Source: an optimization exercise on an open RTL-to-GDS flow (aim: small area). Production flows keep margins and buffers that such runs may drop.
For this run, only the layout was checked, not whether the RTL still works.
No activity file was given, so power comes from the tool's default toggle rates.

**flow/config.mk**
```make
export PLATFORM = sky130hd
export DESIGN_NAME = obsidian_decode_stage
export DESIGN_NICKNAME = obsidian_decode_stage
export VERILOG_FILES = /design/flow/design.v
export SDC_FILE = /design/flow/constraint.sdc
export NUM_CORES = 4
export LEC_CHECK = 0
export CAP_MARGIN = 20
export CORE_MARGIN = 2
export CORE_UTILIZATION = 40
export SLEW_MARGIN = 20
export SYNTH_HIERARCHICAL = 1
export SYNTH_MINIMUM_KEEP_SIZE = 0
```
**flow/constraint.sdc**
```tcl
create_clock -name core_clock -period 5.0 [get_ports {clk}]
set_input_delay 1.0000 -clock core_clock [delete_from_list [all_inputs] [get_ports {clk}]]
set_output_delay 1.0000 -clock core_clock [all_outputs]
set_load 0.01 [all_outputs]
```
**flow/design.v**
```verilog
module obsidian_decode_stage (
   input  logic         clk,
   input  logic         rst,
   input  logic [63:0]  IF_ID,
   input  logic         flush,
   input  logic         wb_en,
   input  logic [4:0]   wb_addr,
   input  logic [31:0]  wb_data,
   output logic [139:0] ID_EX,
   output logic         stall
);
   localparam logic [5:0] OP_LOAD = 6'h23;
   logic [31:0] r_regs [1:31];
   logic [31:1] r_vld;
   logic        r_p_en;
   logic [4:0]  r_p_addr;
   logic [31:0] r_p_data;
   logic        r_v;
   logic [31:0] r_pc;
   logic [15:0] r_imm;
   logic [5:0]  r_op;
   logic [4:0]  r_rd;
   logic [4:0]  r_rs1;
   logic [5:0]  w_opcode;
   logic [4:0]  w_rd;
   logic [4:0]  w_rs1;
   logic [4:0]  w_rs2;
   logic [4:0]  w_ex_rs2;
   logic [31:0] w_a;
   logic [31:0] w_b;
   logic [15:0] w_imm_g;
   assign w_opcode = IF_ID[31:26];
   assign w_rd     = IF_ID[25:21];
   assign w_rs1    = IF_ID[20:16];
   assign w_rs2    = IF_ID[15:11];
   assign w_ex_rs2 = r_imm[15:11];
   assign stall = !rst && r_v && (r_op == OP_LOAD) && (r_rd != 5'd0) &&
                  ((r_rd == w_rs1) || (r_rd == w_rs2));
   always_ff @(posedge clk or posedge rst) begin
      if (rst) r_p_en <= 1'b0;
      else     r_p_en <= wb_en && (wb_addr != 5'd0);
   end
   always_ff @(posedge clk) begin
      r_p_addr <= wb_addr;
      r_p_data <= wb_data;
   end
   always_ff @(posedge clk or posedge rst) begin
      if (rst) r_vld <= '0;
      else if (r_p_en) r_vld[r_p_addr] <= 1'b1;
   end
   always_ff @(posedge clk) begin
      if (r_p_en) r_regs[r_p_addr] <= r_p_data;
   end
   always_ff @(posedge clk or posedge rst) begin
      if (rst) r_v <= 1'b0;
      else     r_v <= !(flush || stall);
   end
   always_ff @(posedge clk) begin
      r_pc  <= IF_ID[63:32];
      r_imm <= IF_ID[15:0];
      r_op  <= w_opcode;
      r_rd  <= w_rd;
      r_rs1 <= w_rs1;
   end
   logic [32:0] w_s1;
   logic [32:0] w_s2;
   logic [9:0]  w_na [0:31];
   logic [9:0]  w_nb [0:31];
   always_comb begin
      w_s1 = '0;
      w_s2 = '0;
      for (int i = 1; i < 32; i++) begin
         w_s1[i] = r_v && r_vld[i] && (r_rs1 == i[4:0]);
         w_s2[i] = r_v && r_vld[i] && (w_ex_rs2 == i[4:0]);
      end
   end
   for (genvar b = 0; b < 32; b++) begin : g_bit
      logic [31:1] w_d;
      for (genvar i = 1; i < 32; i++) begin : g_d
         assign w_d[i] = r_regs[i][b];
      end
      for (genvar k = 0; k < 10; k++) begin : g_k
         obsidian_aoi222 u_a (
            .a0(w_s1[3*k+1]), .b0(w_d[3*k+1]), .a1(w_s1[3*k+2]), .b1(w_d[3*k+2]),
            .a2(w_s1[3*k+3]), .b2(w_d[3*k+3]), .y(w_na[b][k]));
         obsidian_aoi222 u_b (
            .a0(w_s2[3*k+1]), .b0(w_d[3*k+1]), .a1(w_s2[3*k+2]), .b1(w_d[3*k+2]),
            .a2(w_s2[3*k+3]), .b2(w_d[3*k+3]), .y(w_nb[b][k]));
      end
      assign w_a[b] = ~&w_na[b] | (w_s1[31] & w_d[31]);
      assign w_b[b] = ~&w_nb[b] | (w_s2[31] & w_d[31]);
   end
   assign w_imm_g = {16{r_v}} & r_imm;
   assign ID_EX = {{32{r_v}} & r_pc, w_a, w_b, {16{w_imm_g[15]}}, w_imm_g,
                   {6{r_v}} & r_op, {5{r_v}} & r_rd, r_v};
endmodule
module obsidian_aoi222 (
   input  logic a0, b0, a1, b1, a2, b2,
   output logic y
);
   assign y = ~((a0 & b0) | (a1 & b1) | (a2 & b2));
endmodule
```
**flow/flow/run.sh**
```bash
#!/bin/bash
# Own layout flow: the standard flow (standard.sh, unchanged synthesis), with two changes:
#  * ports are buffered with sky130_fd_sc_hd__buf_1 instead of the default port buffer cell;
#  * clock tree synthesis uses smaller clock buffers and no dummy loads.
# The full output of the flow goes to standard.log in the work folder; ORFS writes each step's
# log under orfs/logs/.
set -euo pipefail
bash standard.sh \
  'BUFFER_PORTS_ARGS=-buffer_cell sky130_fd_sc_hd__buf_1' \
  'CTS_ARGS=-sink_clustering_enable -repair_clock_nets -dont_use_dummy_load -buf_list {sky130_fd_sc_hd__clkbuf_4 sky130_fd_sc_hd__clkbuf_8}' \
  finish > standard.log 2>&1
```
**flow/standard.sh**
```bash
#!/bin/bash
# synth_recipe.tcl (not shown) runs the flow's synth.tcl, then flattens the netlist and writes it again
# the make line also repeats each setting of config.mk as NAME=value (left out here)
make -C /OpenROAD-flow-scripts/flow DESIGN_CONFIG=/design/flow/config.mk WORK_HOME=/design/flow/orfs CLKGATE_MAP_FILE= SYNTH_SCRIPT=/design/flow/synth_recipe.tcl "${@:-finish}"
```
==> flow_metrics.py <==
metrics = {
    "logic_synthesis": {
        "synthXorXnorAreaFrac_pct": 0.451,
        "synth-seq-area-share_pct": 75.5,
        "synth.area.mux_share_pct": 0,
        "syn-instance-count": 2383,
        "ys_warn_count": 9,
        "synth_largest_area_cell": "edfxtp_1",
        "synthArstFlopShare_pct": 2.93,
        "synth_ff_type": "edfxtp_1",
        "synth_top_family_by_area": "compound AO/OA/AOI/OAI gates",
        "synth_common_cells": "992 x edfxtp_1, 640 x a222oi_1, 129 x nand4_1",
        "synth_edf_count": 992,
        "synth_top_area_share_pct": 68.9,
        "yosys.area_share.simple_pct": 5.71,
        "synth_area_per_cell_um2": 18.1,
        "ys_top_cells_by_area": "edfxtp_1 69%, a222oi_1 15%, dfxtp_1 4.7%, dfrtp_1 1.9%, nand4_1 1.9%",
        "syn_area_um2": 43200,
        "synth_adder_area_share_pct": 0.376,
        "synth-compound-area-share_pct": 17.3,
        "syn_nets": 2501,
        "synth_most_common_cell": "edfxtp_1",
        "ys_types": 49,
        "ys_seq_elements": 1126,
    },
    "floorplan": {
        "start_util_pct": 40.3,
        "rows": 120,
        "io_pins": 246,
        "fp.dieArea_um2": 111000,
        "core_area_um2": 107000,
        "dieWidth_um": 333,
        "dieHeight_um": 333,
    },
    "placement": {
        "dp_hpwl_um": 100000,
        "dp.cells": 4059,
        "io_buffers": 245,
        "place_congestion": 0.904,
    },
    "setup_path": {
        "reg2reg_depth": 11,
        "worstPathArrival_ns": 4.05,
        "cp.required_ns": 4.00,
        "path_delay_family": "simple AND/OR/NAND/NOR gates",
        "path_class": "reg2out",
        "endpoint_kind": "output port",
        "crit_chain": "nand2b_1, nor3b_1, and3_2, buf_4, a222oi_1, nand4_1, a2111o_1, buf_1",
        "slowest_stage": "and3_2",
        "crit_path_start_kind": "register",
        "path_depth": 8,
        "path_max_fanout": 24,
        "cp_num_buf_inv": 2,
        "slowest_delay_ns": 0.87,
    },
    "power_and_ir_drop": {
        "p_total_mw": 18.2,
        "clock_power_share_pct": 35.4,
        "pwr-share-seq_pct": 59.5,
        "p_per_area_nw_per_um2": 369,
        "netSwitchingFraction_pct": 23.1,
        "leakagePower_nw": 15.8,
        "ir_drop_mv": 0.199,
        "p_sw_mw": 4.19,
        "comb_power_share_pct": 5.1,
        "intPower_mw": 14.0,
    },
    "timing": {
        "finClkSkew_ns": 0.0724,
        "setup_viol": 4,
        "max-slew-margin-rel_pct": 13.1,
        "fin_crit_ns": 5.05,
        "max_freq_mhz": 198,
        "slew_violations": 0,
        "finalHoldViolCount": 0,
        "tightest_slew_ns": 1.30,
        "fin_ws_ns": -0.0516,
        "fin_crit_sh_pct": 101,
    },
    "global_routing": {
        "antenna_found_initial": 6,
        "grt_pass1_vias": 32092,
        "grt_pass1_wl_um": 235000,
        "grt_max_degree": 59,
        "grt.total_usage_pct": 30.2,
        "grt-ovfl-total": 0,
    },
    "finish": {
        "area_growth_pct": 13.7,
        "fin_nets": 2959,
        "drive_gt1_share_pct": 13.2,
        "instances_no_fill": 4247,
    },
    "run": {
        "drv_cap": 0,
    },
    "route": {
        "vias": 32506,
        "drc_errors": 0,
        "drtPass1Iterations": 14,
        "wirelength_um": 173000,
        "vias_per_cell": 7.65,
        "drt_first_iter_violations": 9056,
        "wire_per_inst_um": 40.8,
        "ant_nets": 0,
    },
    "run_status": {
        "status": "complete, but fails checks",
        "failed_checks": "setup timing",
    },
    "clock_tree": {
        "clock_sinks": 1126,
        "cts.reportedPaths.clkPinSlew_ns": 0.05,
        "postCtsSetupRepairBufs": 0,
        "clock_latency_ns": 0.89,
        "htree_levels": 4,
        "root_buffer": "clkbuf_8",
        "clockBufferDepth": 3,
        "tritoncts": "yes",
        "cts_buffers": 181,
    },
    "hold_path": {
        "hold_class": "in2async",
    },
}
## worst paths after layout
path / from / slack [ns] / to
max: r_v / -0.05 / ID_EX[100]
min in group core_clock: IF_ID[1] / 0.24 / r_imm[1]
max in group asynchronous: rst / 4.42 / r_vld[19]
min: rst / 0.24 / r_p_en
min reg2reg: r_vld[7] / 0.49 / r_vld[7]
max reg2reg: r_p_addr[0] / 1.10 / r_vld[5]
## worst min-delay path, cell delays in order
cell and delay, ns:
buf_1 0.08, inv_1 0.05, buf_4 0.36
## per-layer routing
| layer | track usage (%) | vias up | share of wire (%) |
|---|---|---|---|
| met1 | 38.8 | 16086 | 34 |
| met2 | 44.1 | 3519 | 43 |
| met3 | 11.6 | 634 | 17 |
| met4 | 16.0 | 10 | 5.5 |
| li1 | - | 12257 | - |
| met5 | 0.261 | - | 0.047 |
## power groups by stage
stage / Clock, mW / Sequential, mW / Combinational (mW)
2_1_floorplan: 0 / 10.8 / 0.487
3_3_place_gp: 0 / 10.9 / 0.877
3_5_place_dp: 0 / 11.0 / 0.888
4_1_cts: 6.48 / 10.8 / 0.894
5_1_grt: 6.85 / 10.8 / 0.953
6_report: 6.43 / 10.8 / 0.921
## modules after synthesis (local to each module, per instance)
module                 cells  copies in the design  cell area [um^2]  flops+latches
obsidian_aoi222            1                   640              10.0              0
obsidian_decode_stage   1743                     1             36800           1126
## kinds of logic after synthesis
| group | after synthesis |
|---|---|
| buffers and inverters | 47 |
| adders and majority gates | 13 |
| xor gates and xnor gates | 18 |
| and+or+nand+nor | 437 |
| AOI/OAI and AO/OA | 742 |
| DFF | 1126 |
## stage by stage
step / setup TNS (ns) / area, um^2 / worst slack [ns] / util (%) / hold slack, ns
after floorplan: 0 / 43200 / 1.86 / - / 0.444
after global placement: 0 / 46400 / 0.691 / 43.3 / 0.471
after detailed placement: 0 / 46500 / 0.648 / 43.4 / 0.476
after CTS: 0 / 49000 / 0.0214 / 45.7 / 0.176
after global routing: -0.0563 / 49100 / -0.0259 / 45.8 / 0.209
final: -0.132 / 49100 / -0.0516 / 45.8 / 0.237
## registers in the layout (all words and copies together), names as in the netlist
signal,flops
r_imm,16
r_op,6
r_p_addr,5
r_p_data,32
r_p_en,1
r_pc,32
r_rd,5
r_regs,992
r_rs1,5
r_v,1
r_vld,31
## layout make-up
| cell class | count | area, um^2 |
|---|---|---|
| Antenna cell | 5 | 12.5 |
| Clock buffer | 181 | 2490 |
| Fill cell | 9264 | 58100 |
| Inverter | 6 | 22.5 |
| Multi-Input combinational cell | 1210 | 10700 |
| Sequential cell | 1126 | 32700 |
| Tap cell | 1403 | 1760 |
| Timing Repair Buffer | 316 | 1520 |
## placed cells by master (no fill, tap or decap), types with 22 or more instances in the layout
| cell type | synthesis | routed |
|---|---|---|
| a2111o_1 | 64 | 64 |
| a222oi_1 | 640 | 640 |
| a31o_1 | 31 | 31 |
| and2_1 | 59 | 59 |
| and3_2 | 0 | 39 |
| and3_4 | 0 | 22 |
| buf_1 | 3 | 245 |
| buf_4 | 17 | 67 |
| clkbuf_8 | 0 | 181 |
| dfrtp_1 | 33 | 33 |
| dfxtp_1 | 101 | 89 |
| edfxtp_1 | 992 | 992 |
| nand2_1 | 76 | 76 |
| nand4_1 | 129 | 129 |
| nor2_4 | 2 | 33 |
## what timing repair did
item	4_1_cts	5_1_grt
resized for setup	7	6
setup endpoints to repair	18	24
hold buffers	0	0

-- re-timing with driven ports --
Ports are ideal in the flow. The routed layout listed here was re-timed in OpenROAD. Step 1: set_driving_cell puts a clkbuf_16 on clk and a buf_2 on each other input, an assumption about the parent block. Step 2 also shifts input and output timing later by t, the mid clock arrival at the registers, as if the neighbouring blocks saw the same clock. Three values: ideal, step 1, step 2; two values: the first two.
shift t [ns]: 0.914
setup WS [ns]: -0.052 / -0.124 / 0.790
hold slack, ns: 0.237 / 0.192 / 0.488
worst setup path after step 2: register to output
The setup slack of this run moves by -0.072 ns with the drivers and by +0.842 ns with both steps.
